This is an optimization exercise on Yosys and OpenROAD, whose aim is small area, a short achievable clock period and few clock cycles per item, not a production implementation. Function was checked by simulation only, so behaviour that the tests miss may differ from the original. Power and IR drop assume default switching activity.

$ cat flow/design.v
package mem_ctrl_pkg;
	localparam int AWID  = 32;        
	localparam int DWID  = 64;        
	localparam int TID_W = 4;         
	localparam int SEL_W = DWID / 8;  
	typedef enum logic [1:0] {
		FN_LOAD   = 2'd0,   
		FN_LOADZ  = 2'd1,   
		FN_STORE  = 2'd2,
		FN_SETSEG = 2'd3    
	} mem_func_e;
	typedef enum logic [1:0] {
		SZ_B = 2'd0,   
		SZ_W = 2'd1,   
		SZ_T = 2'd2,   
		SZ_O = 2'd3    
	} mem_size_e;
	typedef enum logic [7:0] {
		FLT_NONE = 8'h00,
		FLT_SGB  = 8'h31   
	} fault_e;
	typedef struct packed {
		logic [AWID-1:0] base;
		logic [AWID-1:0] limit;
	} seg_desc_t;
	typedef union packed {
		logic [DWID-1:0] sdat;
		seg_desc_t       desc;
	} req_payload_u;
	typedef struct packed {
		logic [TID_W-1:0] tid;
		mem_func_e        func;
		mem_size_e        size;
		logic [AWID-1:0]  adr;       
		req_payload_u     payload;
	} mem_req_t;
	typedef struct packed {
		logic [TID_W-1:0] tid;
		fault_e           cause;
		logic [DWID-1:0]  res;
		logic [AWID-1:0]  bad_addr;
	} mem_resp_t;
	typedef struct packed {
		logic             cyc;
		logic             stb;
		logic             we;
		logic [SEL_W-1:0] sel;
		logic [AWID-1:0]  adr;
		logic [DWID-1:0]  dat;
	} bus_req_t;
endpackage
`timescale 1ns/1ps
module req_fifo #(
	parameter int DEPTH = 4,
	parameter int WIDTH = 8
) (
	input  logic             clk,
	input  logic             rst,
	input  logic             wr_i,
	input  logic [WIDTH-1:0] din_i,
	input  logic             rd_i,
	output logic [WIDTH-1:0] dout_o,
	output logic             empty_o,
	output logic             full_o
);
	localparam int PW = (DEPTH > 1) ? $clog2(DEPTH) : 1;
	localparam int CW = $clog2(DEPTH + 1);
	logic [WIDTH-1:0] mem [DEPTH];
	logic [PW-1:0]    wr_ptr;
	logic [PW-1:0]    rd_ptr;
	logic [CW-1:0]    count;
	logic             do_wr;
	logic             do_rd;
	function automatic logic [PW-1:0] next_ptr(input logic [PW-1:0] p);
		if (p == PW'(DEPTH - 1))
			next_ptr = '0;
		else
			next_ptr = p + 1'b1;
	endfunction
	assign do_wr   = wr_i && !full_o;    
	assign do_rd   = rd_i && !empty_o;
	assign empty_o = (count == '0);
	assign full_o  = (count == CW'(DEPTH));
	assign dout_o  = mem[rd_ptr];        
	always_ff @(posedge clk) begin
		if (rst) begin
			wr_ptr <= '0;
			rd_ptr <= '0;
			count  <= '0;
		end else begin
			if (do_wr)
				wr_ptr <= next_ptr(wr_ptr);
			if (do_rd)
				rd_ptr <= next_ptr(rd_ptr);
			case ({do_wr, do_rd})
			2'b10:   count <= count + 1'b1;
			2'b01:   count <= count - 1'b1;
			default: count <= count;
			endcase
		end
	end
	always_ff @(posedge clk) begin
		if (do_wr)
			mem[wr_ptr] <= din_i;
	end
endmodule
`timescale 1ns/1ps
module load_align (
	input  logic [mem_ctrl_pkg::DWID-1:0] rdata_i,
	input  logic [2:0]                    lane_i,
	input  mem_ctrl_pkg::mem_size_e       size_i,
	input  logic                          zext_i,
	output logic [mem_ctrl_pkg::DWID-1:0] res_o
);
	logic [mem_ctrl_pkg::DWID-1:0] shifted;
	logic            fill;
	assign shifted = rdata_i >> {lane_i, 3'b000};
	always_comb begin
		fill = 1'b0;
		case (size_i)
		mem_ctrl_pkg::SZ_B: begin
			fill  = shifted[7] & ~zext_i;
			res_o = {{(mem_ctrl_pkg::DWID-8){fill}}, shifted[7:0]};
		end
		mem_ctrl_pkg::SZ_W: begin
			fill  = shifted[15] & ~zext_i;
			res_o = {{(mem_ctrl_pkg::DWID-16){fill}}, shifted[15:0]};
		end
		mem_ctrl_pkg::SZ_T: begin
			fill  = shifted[31] & ~zext_i;
			res_o = {{(mem_ctrl_pkg::DWID-32){fill}}, shifted[31:0]};
		end
		default: begin
			res_o = shifted;   
		end
		endcase
	end
endmodule
`timescale 1ns/1ps
module mem_seq (
	input  logic                          clk,
	input  logic                          rst,
	input  mem_ctrl_pkg::mem_req_t        req_i,
	input  logic                          req_empty_i,
	output logic                          req_pop_o,
	output mem_ctrl_pkg::mem_resp_t       resp_o,
	output logic                          resp_push_o,
	input  logic                          resp_full_i,
	output mem_ctrl_pkg::bus_req_t        bus_o,
	input  logic                          ack_i,
	input  logic [mem_ctrl_pkg::DWID-1:0] dat_i
);
	typedef enum logic [1:0] {
		ST_IDLE,
		ST_CAPTURE,
		ST_ACCESS,
		ST_RESPOND
	} state_e;
	state_e           state;
	mem_ctrl_pkg::mem_req_t         req_r;       
	mem_ctrl_pkg::seg_desc_t        desc_r;
	logic             flt_r;       
	logic             cyc_r;
	logic             stb_r;
	logic             we_r;
	logic [mem_ctrl_pkg::SEL_W-1:0] sel_r;
	logic [mem_ctrl_pkg::AWID-1:0]  adr_r;
	logic [mem_ctrl_pkg::DWID-1:0]  dat_r;
	logic [mem_ctrl_pkg::DWID-1:0]  rdata_r;     
	logic [2:0]       lo_mask;
	logic [mem_ctrl_pkg::SEL_W-1:0] sz_sel;
	logic [mem_ctrl_pkg::AWID-1:0]  reloc;
	logic [mem_ctrl_pkg::AWID-1:0]  phys;
	logic [2:0]       lane;
	logic             over_lim;
	logic             is_load;
	logic [mem_ctrl_pkg::DWID-1:0]  ld_res;
	always_comb begin
		case (req_r.size)
		mem_ctrl_pkg::SZ_B: begin
			lo_mask = 3'b000;
			sz_sel  = 8'h01;
		end
		mem_ctrl_pkg::SZ_W: begin
			lo_mask = 3'b001;
			sz_sel  = 8'h03;
		end
		mem_ctrl_pkg::SZ_T: begin
			lo_mask = 3'b011;
			sz_sel  = 8'h0f;
		end
		default: begin
			lo_mask = 3'b111;
			sz_sel  = 8'hff;
		end
		endcase
	end
	assign reloc    = desc_r.base + req_r.adr;
	assign phys     = {reloc[mem_ctrl_pkg::AWID-1:3], reloc[2:0] & ~lo_mask};   
	assign lane     = phys[2:0];
	assign over_lim = req_r.adr > desc_r.limit;
	assign is_load  = (req_r.func == mem_ctrl_pkg::FN_LOAD) || (req_r.func == mem_ctrl_pkg::FN_LOADZ);
	assign req_pop_o   = (state == ST_IDLE) && !req_empty_i;
	assign resp_push_o = (state == ST_RESPOND) && !resp_full_i;
	always_ff @(posedge clk) begin
		if (rst) begin
			state  <= ST_IDLE;
			desc_r <= {{mem_ctrl_pkg::AWID{1'b0}}, {mem_ctrl_pkg::AWID{1'b1}}};   
			flt_r  <= 1'b0;
			cyc_r  <= 1'b0;
			stb_r  <= 1'b0;
			we_r   <= 1'b0;
			sel_r  <= '0;
		end else begin
			case (state)
			ST_IDLE:
				if (req_pop_o)
					state <= ST_CAPTURE;
			ST_CAPTURE: begin
				flt_r <= 1'b0;
				if (req_r.func == mem_ctrl_pkg::FN_SETSEG) begin
					desc_r <= req_r.payload.desc;
					state  <= ST_RESPOND;
				end else if (over_lim) begin
					flt_r <= 1'b1;    
					state <= ST_RESPOND;
				end else begin
					cyc_r <= 1'b1;
					stb_r <= 1'b1;
					we_r  <= (req_r.func == mem_ctrl_pkg::FN_STORE);
					sel_r <= sz_sel << lane;
					state <= ST_ACCESS;
				end
			end
			ST_ACCESS:
				if (ack_i) begin
					cyc_r <= 1'b0;
					stb_r <= 1'b0;
					we_r  <= 1'b0;
					sel_r <= '0;
					state <= ST_RESPOND;
				end
			ST_RESPOND:
				if (!resp_full_i)
					state <= ST_IDLE;   
			default:
				state <= ST_IDLE;
			endcase
		end
	end
	always_ff @(posedge clk) begin
		if (req_pop_o)
			req_r <= req_i;
		if (state == ST_CAPTURE) begin
			adr_r <= phys;
			dat_r <= req_r.payload.sdat << {lane, 3'b000};   
		end
		if (state == ST_ACCESS && ack_i)
			rdata_r <= dat_i;
	end
	assign bus_o = {cyc_r, stb_r, we_r, sel_r, adr_r, dat_r};
	load_align u_align (
		.rdata_i (rdata_r),
		.lane_i  (adr_r[2:0]),
		.size_i  (req_r.size),
		.zext_i  (req_r.func == mem_ctrl_pkg::FN_LOADZ),
		.res_o   (ld_res)
	);
	always_comb begin
		resp_o.tid      = req_r.tid;
		resp_o.cause    = flt_r ? mem_ctrl_pkg::FLT_SGB : mem_ctrl_pkg::FLT_NONE;
		resp_o.res      = (is_load && !flt_r) ? ld_res : '0;
		resp_o.bad_addr = flt_r ? req_r.adr : '0;
	end
endmodule
`timescale 1ns/1ps
module mem_ctrl_top #(
	parameter int REQ_DEPTH  = 4,
	parameter int RESP_DEPTH = 4
) (
	input  logic                          clk,
	input  logic                          rst,
	input  mem_ctrl_pkg::mem_req_t        req_i,
	input  logic                          req_wr_i,
	output logic                          req_full_o,
	output mem_ctrl_pkg::mem_resp_t       resp_o,
	output logic                          resp_valid_o,
	input  logic                          resp_rd_i,
	output mem_ctrl_pkg::bus_req_t        bus_o,
	input  logic                          ack_i,
	input  logic [mem_ctrl_pkg::DWID-1:0] dat_i
);
	mem_ctrl_pkg::mem_req_t  req_head;     
	logic      req_empty;
	logic      req_pop;
	mem_ctrl_pkg::mem_resp_t resp_new;
	logic      resp_push;
	logic      resp_full;
	logic      resp_empty;
	assign resp_valid_o = ~resp_empty;
	req_fifo #(
		.DEPTH (REQ_DEPTH),
		.WIDTH ($bits(req_i))
	) u_req_q (
		.clk     (clk),
		.rst     (rst),
		.wr_i    (req_wr_i),
		.din_i   (req_i),
		.rd_i    (req_pop),
		.dout_o  (req_head),
		.empty_o (req_empty),
		.full_o  (req_full_o)
	);
	mem_seq u_seq (
		.clk         (clk),
		.rst         (rst),
		.req_i       (req_head),
		.req_empty_i (req_empty),
		.req_pop_o   (req_pop),
		.resp_o      (resp_new),
		.resp_push_o (resp_push),
		.resp_full_i (resp_full),
		.bus_o       (bus_o),
		.ack_i       (ack_i),
		.dat_i       (dat_i)
	);
	req_fifo #(
		.DEPTH (RESP_DEPTH),
		.WIDTH ($bits(resp_o))
	) u_resp_q (
		.clk     (clk),
		.rst     (rst),
		.wr_i    (resp_push),
		.din_i   (resp_new),
		.rd_i    (resp_rd_i),
		.dout_o  (resp_o),
		.empty_o (resp_empty),
		.full_o  (resp_full)
	);
endmodule
$ cat flow/run.sh
#!/bin/bash
# synth_recipe.tcl (not shown) runs the flow's synth.tcl, then flattens the netlist and writes it again
# the make line also repeats each setting of config.mk as NAME=value (left out here)
make -C /OpenROAD-flow-scripts/flow DESIGN_CONFIG=/design/flow/config.mk WORK_HOME=/design/flow/orfs CLKGATE_MAP_FILE= SYNTH_SCRIPT=/design/flow/synth_recipe.tcl finish
$ cat flow/constraint.sdc
create_clock -name core_clock -period 4.0 [get_ports {clk}]
set_input_delay 0.8000 -clock core_clock [delete_from_list [all_inputs] [get_ports {clk}]]
set_output_delay 0.8000 -clock core_clock [all_outputs]
set_load 0.01 [all_outputs]
$ cat flow/config.mk
export PLATFORM = sky130hd
export DESIGN_NAME = mem_ctrl_top
export DESIGN_NICKNAME = mem_ctrl_top
export VERILOG_FILES = /design/flow/design.v
export SDC_FILE = /design/flow/constraint.sdc
export NUM_CORES = 4
export LEC_CHECK = 0
export CAP_MARGIN = 20
export CORE_MARGIN = 2
export CORE_UTILIZATION = 40
export SLEW_MARGIN = 20
==> impl_metrics.json <==
{
  "tightest_slew_ps": 1070,
  "pwr-share-seq_pct": 43.9,
  "crit_fanout": 38,
  "final.setup.tns_ps": 0,
  "final_cells": 4860,
  "skew_ps": 33.2,
  "cts-root-buf": "clkbuf_16",
  "reg2reg_from": "u_seq.req_r[71]$_DFFE_PP_",
  "port_buffers": 384,
  "placed_area_um2": 53600,
  "post-cts-setup-buffer-count": 0,
  "routabilityCongestion": 0.895,
  "dr.pass1.iters": 6,
  "cts_buffers": 120,
  "holdPathStages": 2,
  "use_met1_pct": 28.6,
  "synthArstFlopShare_pct": 0,
  "setup_viol": 0,
  "worst-setup-path-type": "register to primary output",
  "finalNetCount": 3475,
  "hold_violations": 0,
  "fin_crit_sh_pct": 91.1,
  "rsz0062_at_grt": "no",
  "grt_pass1_wl_um": 191000,
  "vias_per_cell": 5.51,
  "timing.fmax_ghz": 0.274,
  "yosysWarningCount": 4,
  "yosysSeqAreaShare_pct": 72.5,
  "synth_ff_type": "edfxtp_1",
  "sw_frac_of_total_pct": 33.1,
  "status": "finished clean",
  "overflow": 0,
  "combPwrFrac_pct": 29.8,
  "power.leakage_nw": 19.6,
  "min-delay-start": "rst",
  "syn_area_um2": 47500,
  "use_met2_pct": 36.4,
  "switchingPower_mw": 13.9,
  "maxSlewHeadroom_pct": 28.3,
  "p_total_mw": 41.9,
  "fin_ws_ps": 356,
  "ys_types": 65,
  "synth_seq_cells": 1177,
  "vias": 26800,
  "place_ws_ps": 744,
  "fp.dieW_um": 349,
  "cp.required_ps": 3200,
  "worstSetupEndpointType": "primary output",
  "hold_class": "input pin to register",
  "clkPwrFrac_pct": 26.4,
  "syn_to_final_growth_pct": 21.2,
  "grtUsageTotal_pct": 21.7,
  "grtUsageMet3_pct": 3.59,
  "p_per_area_nw_per_um2": 728,
  "min_period_ps": 3640,
  "final_max_slew_viol_count": 0,
  "synth_edf_count": 1084,
  "drt_iter0_markers": 2665,
  "cts_tree": "built",
  "rows": 126,
  "drive_above_1_share_pct": 15.8,
  "fill_cells": 9838,
  "ios": 390,
  "antenna_found_initial": 4,
  "peakVddDrop_mv": 0.644,
  "worstPathArrival_ps": 2840,
  "startpoint_type": "register",
  "grt_max_degree": 105,
  "r2r_setup_slack_ps": 650,
  "cap_violations": 0,
  "drcViolationCount": 0,
  "r2r_cells": 9,
  "cts.sinks": 1177,
  "post-dp-hpwl_um": 94100,
  "final_cell_area_um2": 57500,
  "clk_latency_ps": 720,
  "avgRoutedWirePerCell_um": 27.3,
  "core_area_um2": 118000,
  "synthCells": 2781,
  "top_usage_layer": "met2",
  "routed_wl_um": 133000,
  "syn_avg_cell_area_um2": 17.1,
  "htree_levels": 3,
  "internal_power_mw": 28.0,
  "die_h_um": 349,
  "start_util_pct": 40.3,
  "clk_pin_slew_ps": 60,
  "holdBufCountCts": 0,
  "final_antenna_net_count": 0,
  "cts-resized-gates": 0,
  "cts_buffer_depth": 3,
  "dieArea_um2": 121000,
  "first_global_vias": 27200,
  "placed_cells": 4633
}
[worst paths after layout]
path	to
max	resp_o[94]
min	u_resp_q.count[0]$_SDFFE_PP0P_
max reg2reg	u_seq.adr_r[30]$_DFFE_PP_
min reg2reg	u_seq.desc_r[46]$_SDFFE_PP0P_
[synthesized netlist by cell type (3+ instances only)]
master,n,area (um2)
edfxtp_1,1084,32600
a21oi_1,177,886
a32o_1,14,140
mux2_2,24,270
ha_1,80,1000
nor2b_1,14,87.6
inv_1,63,236
nand4_1,11,68.8
a22o_1,4,35.0
mux4_2,215,4840
a211oi_1,23,173
and3_1,18,113
a221oi_1,3,26.3
nand2b_1,26,163
buf_4,11,82.6
xnor2_1,14,123
o211ai_1,34,255
and2_1,51,319
nor3_1,13,65.1
nand2_1,249,935
a21o_1,25,188
nand3b_1,3,22.5
or2_2,6,37.5
or3_1,5,31.3
nand3_1,19,95.1
buf_1,41,154
a31oi_1,5,31.3
xor2_1,13,114
nor2_1,155,582
a211o_1,4,35.0
o21a_1,8,60.1
fa_1,3,60.1
o21ai_0,61,305
dfxtp_1,93,1860
clkbuf_1,94,353
o221ai_1,3,26.3
a31o_2,8,70.1
mux2i_1,79,791
[logic make-up after synthesis]
logic type / synth area share [%]
AND/OR/NAND/NOR: 5.59
AO/OA/AOI/OAI: 5.02
other: 0.00790
multiplexers: 12.4
buffers and inverters: 1.75
adder cells (fa/ha/maj): 2.23
flip-flops: 72.5
XOR/XNOR: 0.498
[cell usage in the layout (no fill, tap or decap), types with 19 or more instances in the layout]
| master | n |
|---|---|
| a211oi_1 | 23 |
| a21o_1 | 25 |
| a21oi_1 | 177 |
| and2_1 | 46 |
| buf_12 | 25 |
| buf_4 | 50 |
| clkbuf_1 | 26 |
| clkbuf_16 | 121 |
| clkdlybuf4s50_1 | 383 |
| clkinv_1 | 31 |
| clkinv_2 | 19 |
| dfxtp_1 | 89 |
| edfxtp_1 | 1084 |
| ha_1 | 79 |
| inv_1 | 62 |
| mux2_2 | 24 |
| mux2i_1 | 79 |
| mux4_2 | 215 |
| nand2_1 | 248 |
| nand2b_1 | 26 |
| nand3_1 | 19 |
| nor2_1 | 155 |
| o211ai_1 | 34 |
| o21ai_0 | 61 |
[critical path, cell delays in order (launching register included)]
cell and delay [ps]:
dfxtp_4 600, buf_12 360, mux4_2 610, clkdlybuf4s50_1 510
[metrics by stage]
step | utilization [%] | hold WS (ps)
3_3_place_gp | 45.5 | 455
3_5_place_dp | 45.5 | 458
2_1_floorplan | - | 441
5_1_grt | 48.8 | 400
4_1_cts | 48.8 | 382
6_report | 48.8 | 415
[state kept, by name, indices dropped and copies added (netlist names), named ones only]
register	flops
u_req_q.count	3
u_req_q.mem	416
u_req_q.rd_ptr	2
u_req_q.wr_ptr	2
u_resp_q.count	3
u_resp_q.mem	404
u_resp_q.rd_ptr	2
u_resp_q.wr_ptr	2
u_seq.adr_r	32
u_seq.cyc_r	1
u_seq.dat_r	64
u_seq.desc_r	64
u_seq.flt_r	1
u_seq.rdata_r	64
u_seq.req_r	104
u_seq.sel_r	8
u_seq.state	2
u_seq.we_r	1
[routing by layer]
layer | wire length [um] | share of wire, %
met1 | 54200 | 41
met2 | 65900 | 50
met3 | 8230 | 6.2
met4 | 4390 | 3.3
met5 | 13 | 0.0098
[power groups by stage]
| stage | clock (mW) | combinational, mW | sequential, mW |
|---|---|---|---|
| floorplan | 0 | 7.26 | 17.6 |
| global route | 11.7 | 13.4 | 18.5 |
| detailed placement | 0 | 12.5 | 18.6 |
| finish | 11.0 | 12.5 | 18.4 |
| CTS | 11.3 | 12.6 | 18.4 |
| global placement | 0 | 12.4 | 18.5 |
[area by class of cell]
cell class	instances	area [um2]	share of cell area, %
clock inverters	78	778	1.35
clock buffers	147	3130	5.43
inverters	63	240	0.418
repair buffers	459	4710	8.19
multi-input cells	1398	12300	21.4
well taps	1536	1920	3.34
flip-flops and latches	1177	34400	59.8
diodes	2	5.00	0.00870
Testbench counts, summed over its fixed seeds: cycles 20,232, items 3,200.

==> separate check: timing with driven ports <==
The flow's constraints put no driver on any port. The routed layout listed below was extracted and timed again, unchanged, in two steps. Step 1 assumes that a clkbuf_16 drives the clock port and a buf_2 every other input. Step 2 times the ports against the registers' clock, not the clock port: input delays grow and output delays shrink by t, the midpoint of the rising clock arrivals with the driver on. Three values: ideal, step 1, step 2; two values: the first two.
t (ns): 0.782
setup slack, ns: 0.356 / 0.282 / 0.651
worst setup path at the end: register to register
clock arrival spread, ns: 0.037 / 0.037
pins driven straight from the clock port: 1
After both steps this run still meets setup and hold. The setup slack of this run moves by -0.074 ns with the drivers and by +0.295 ns with both steps.
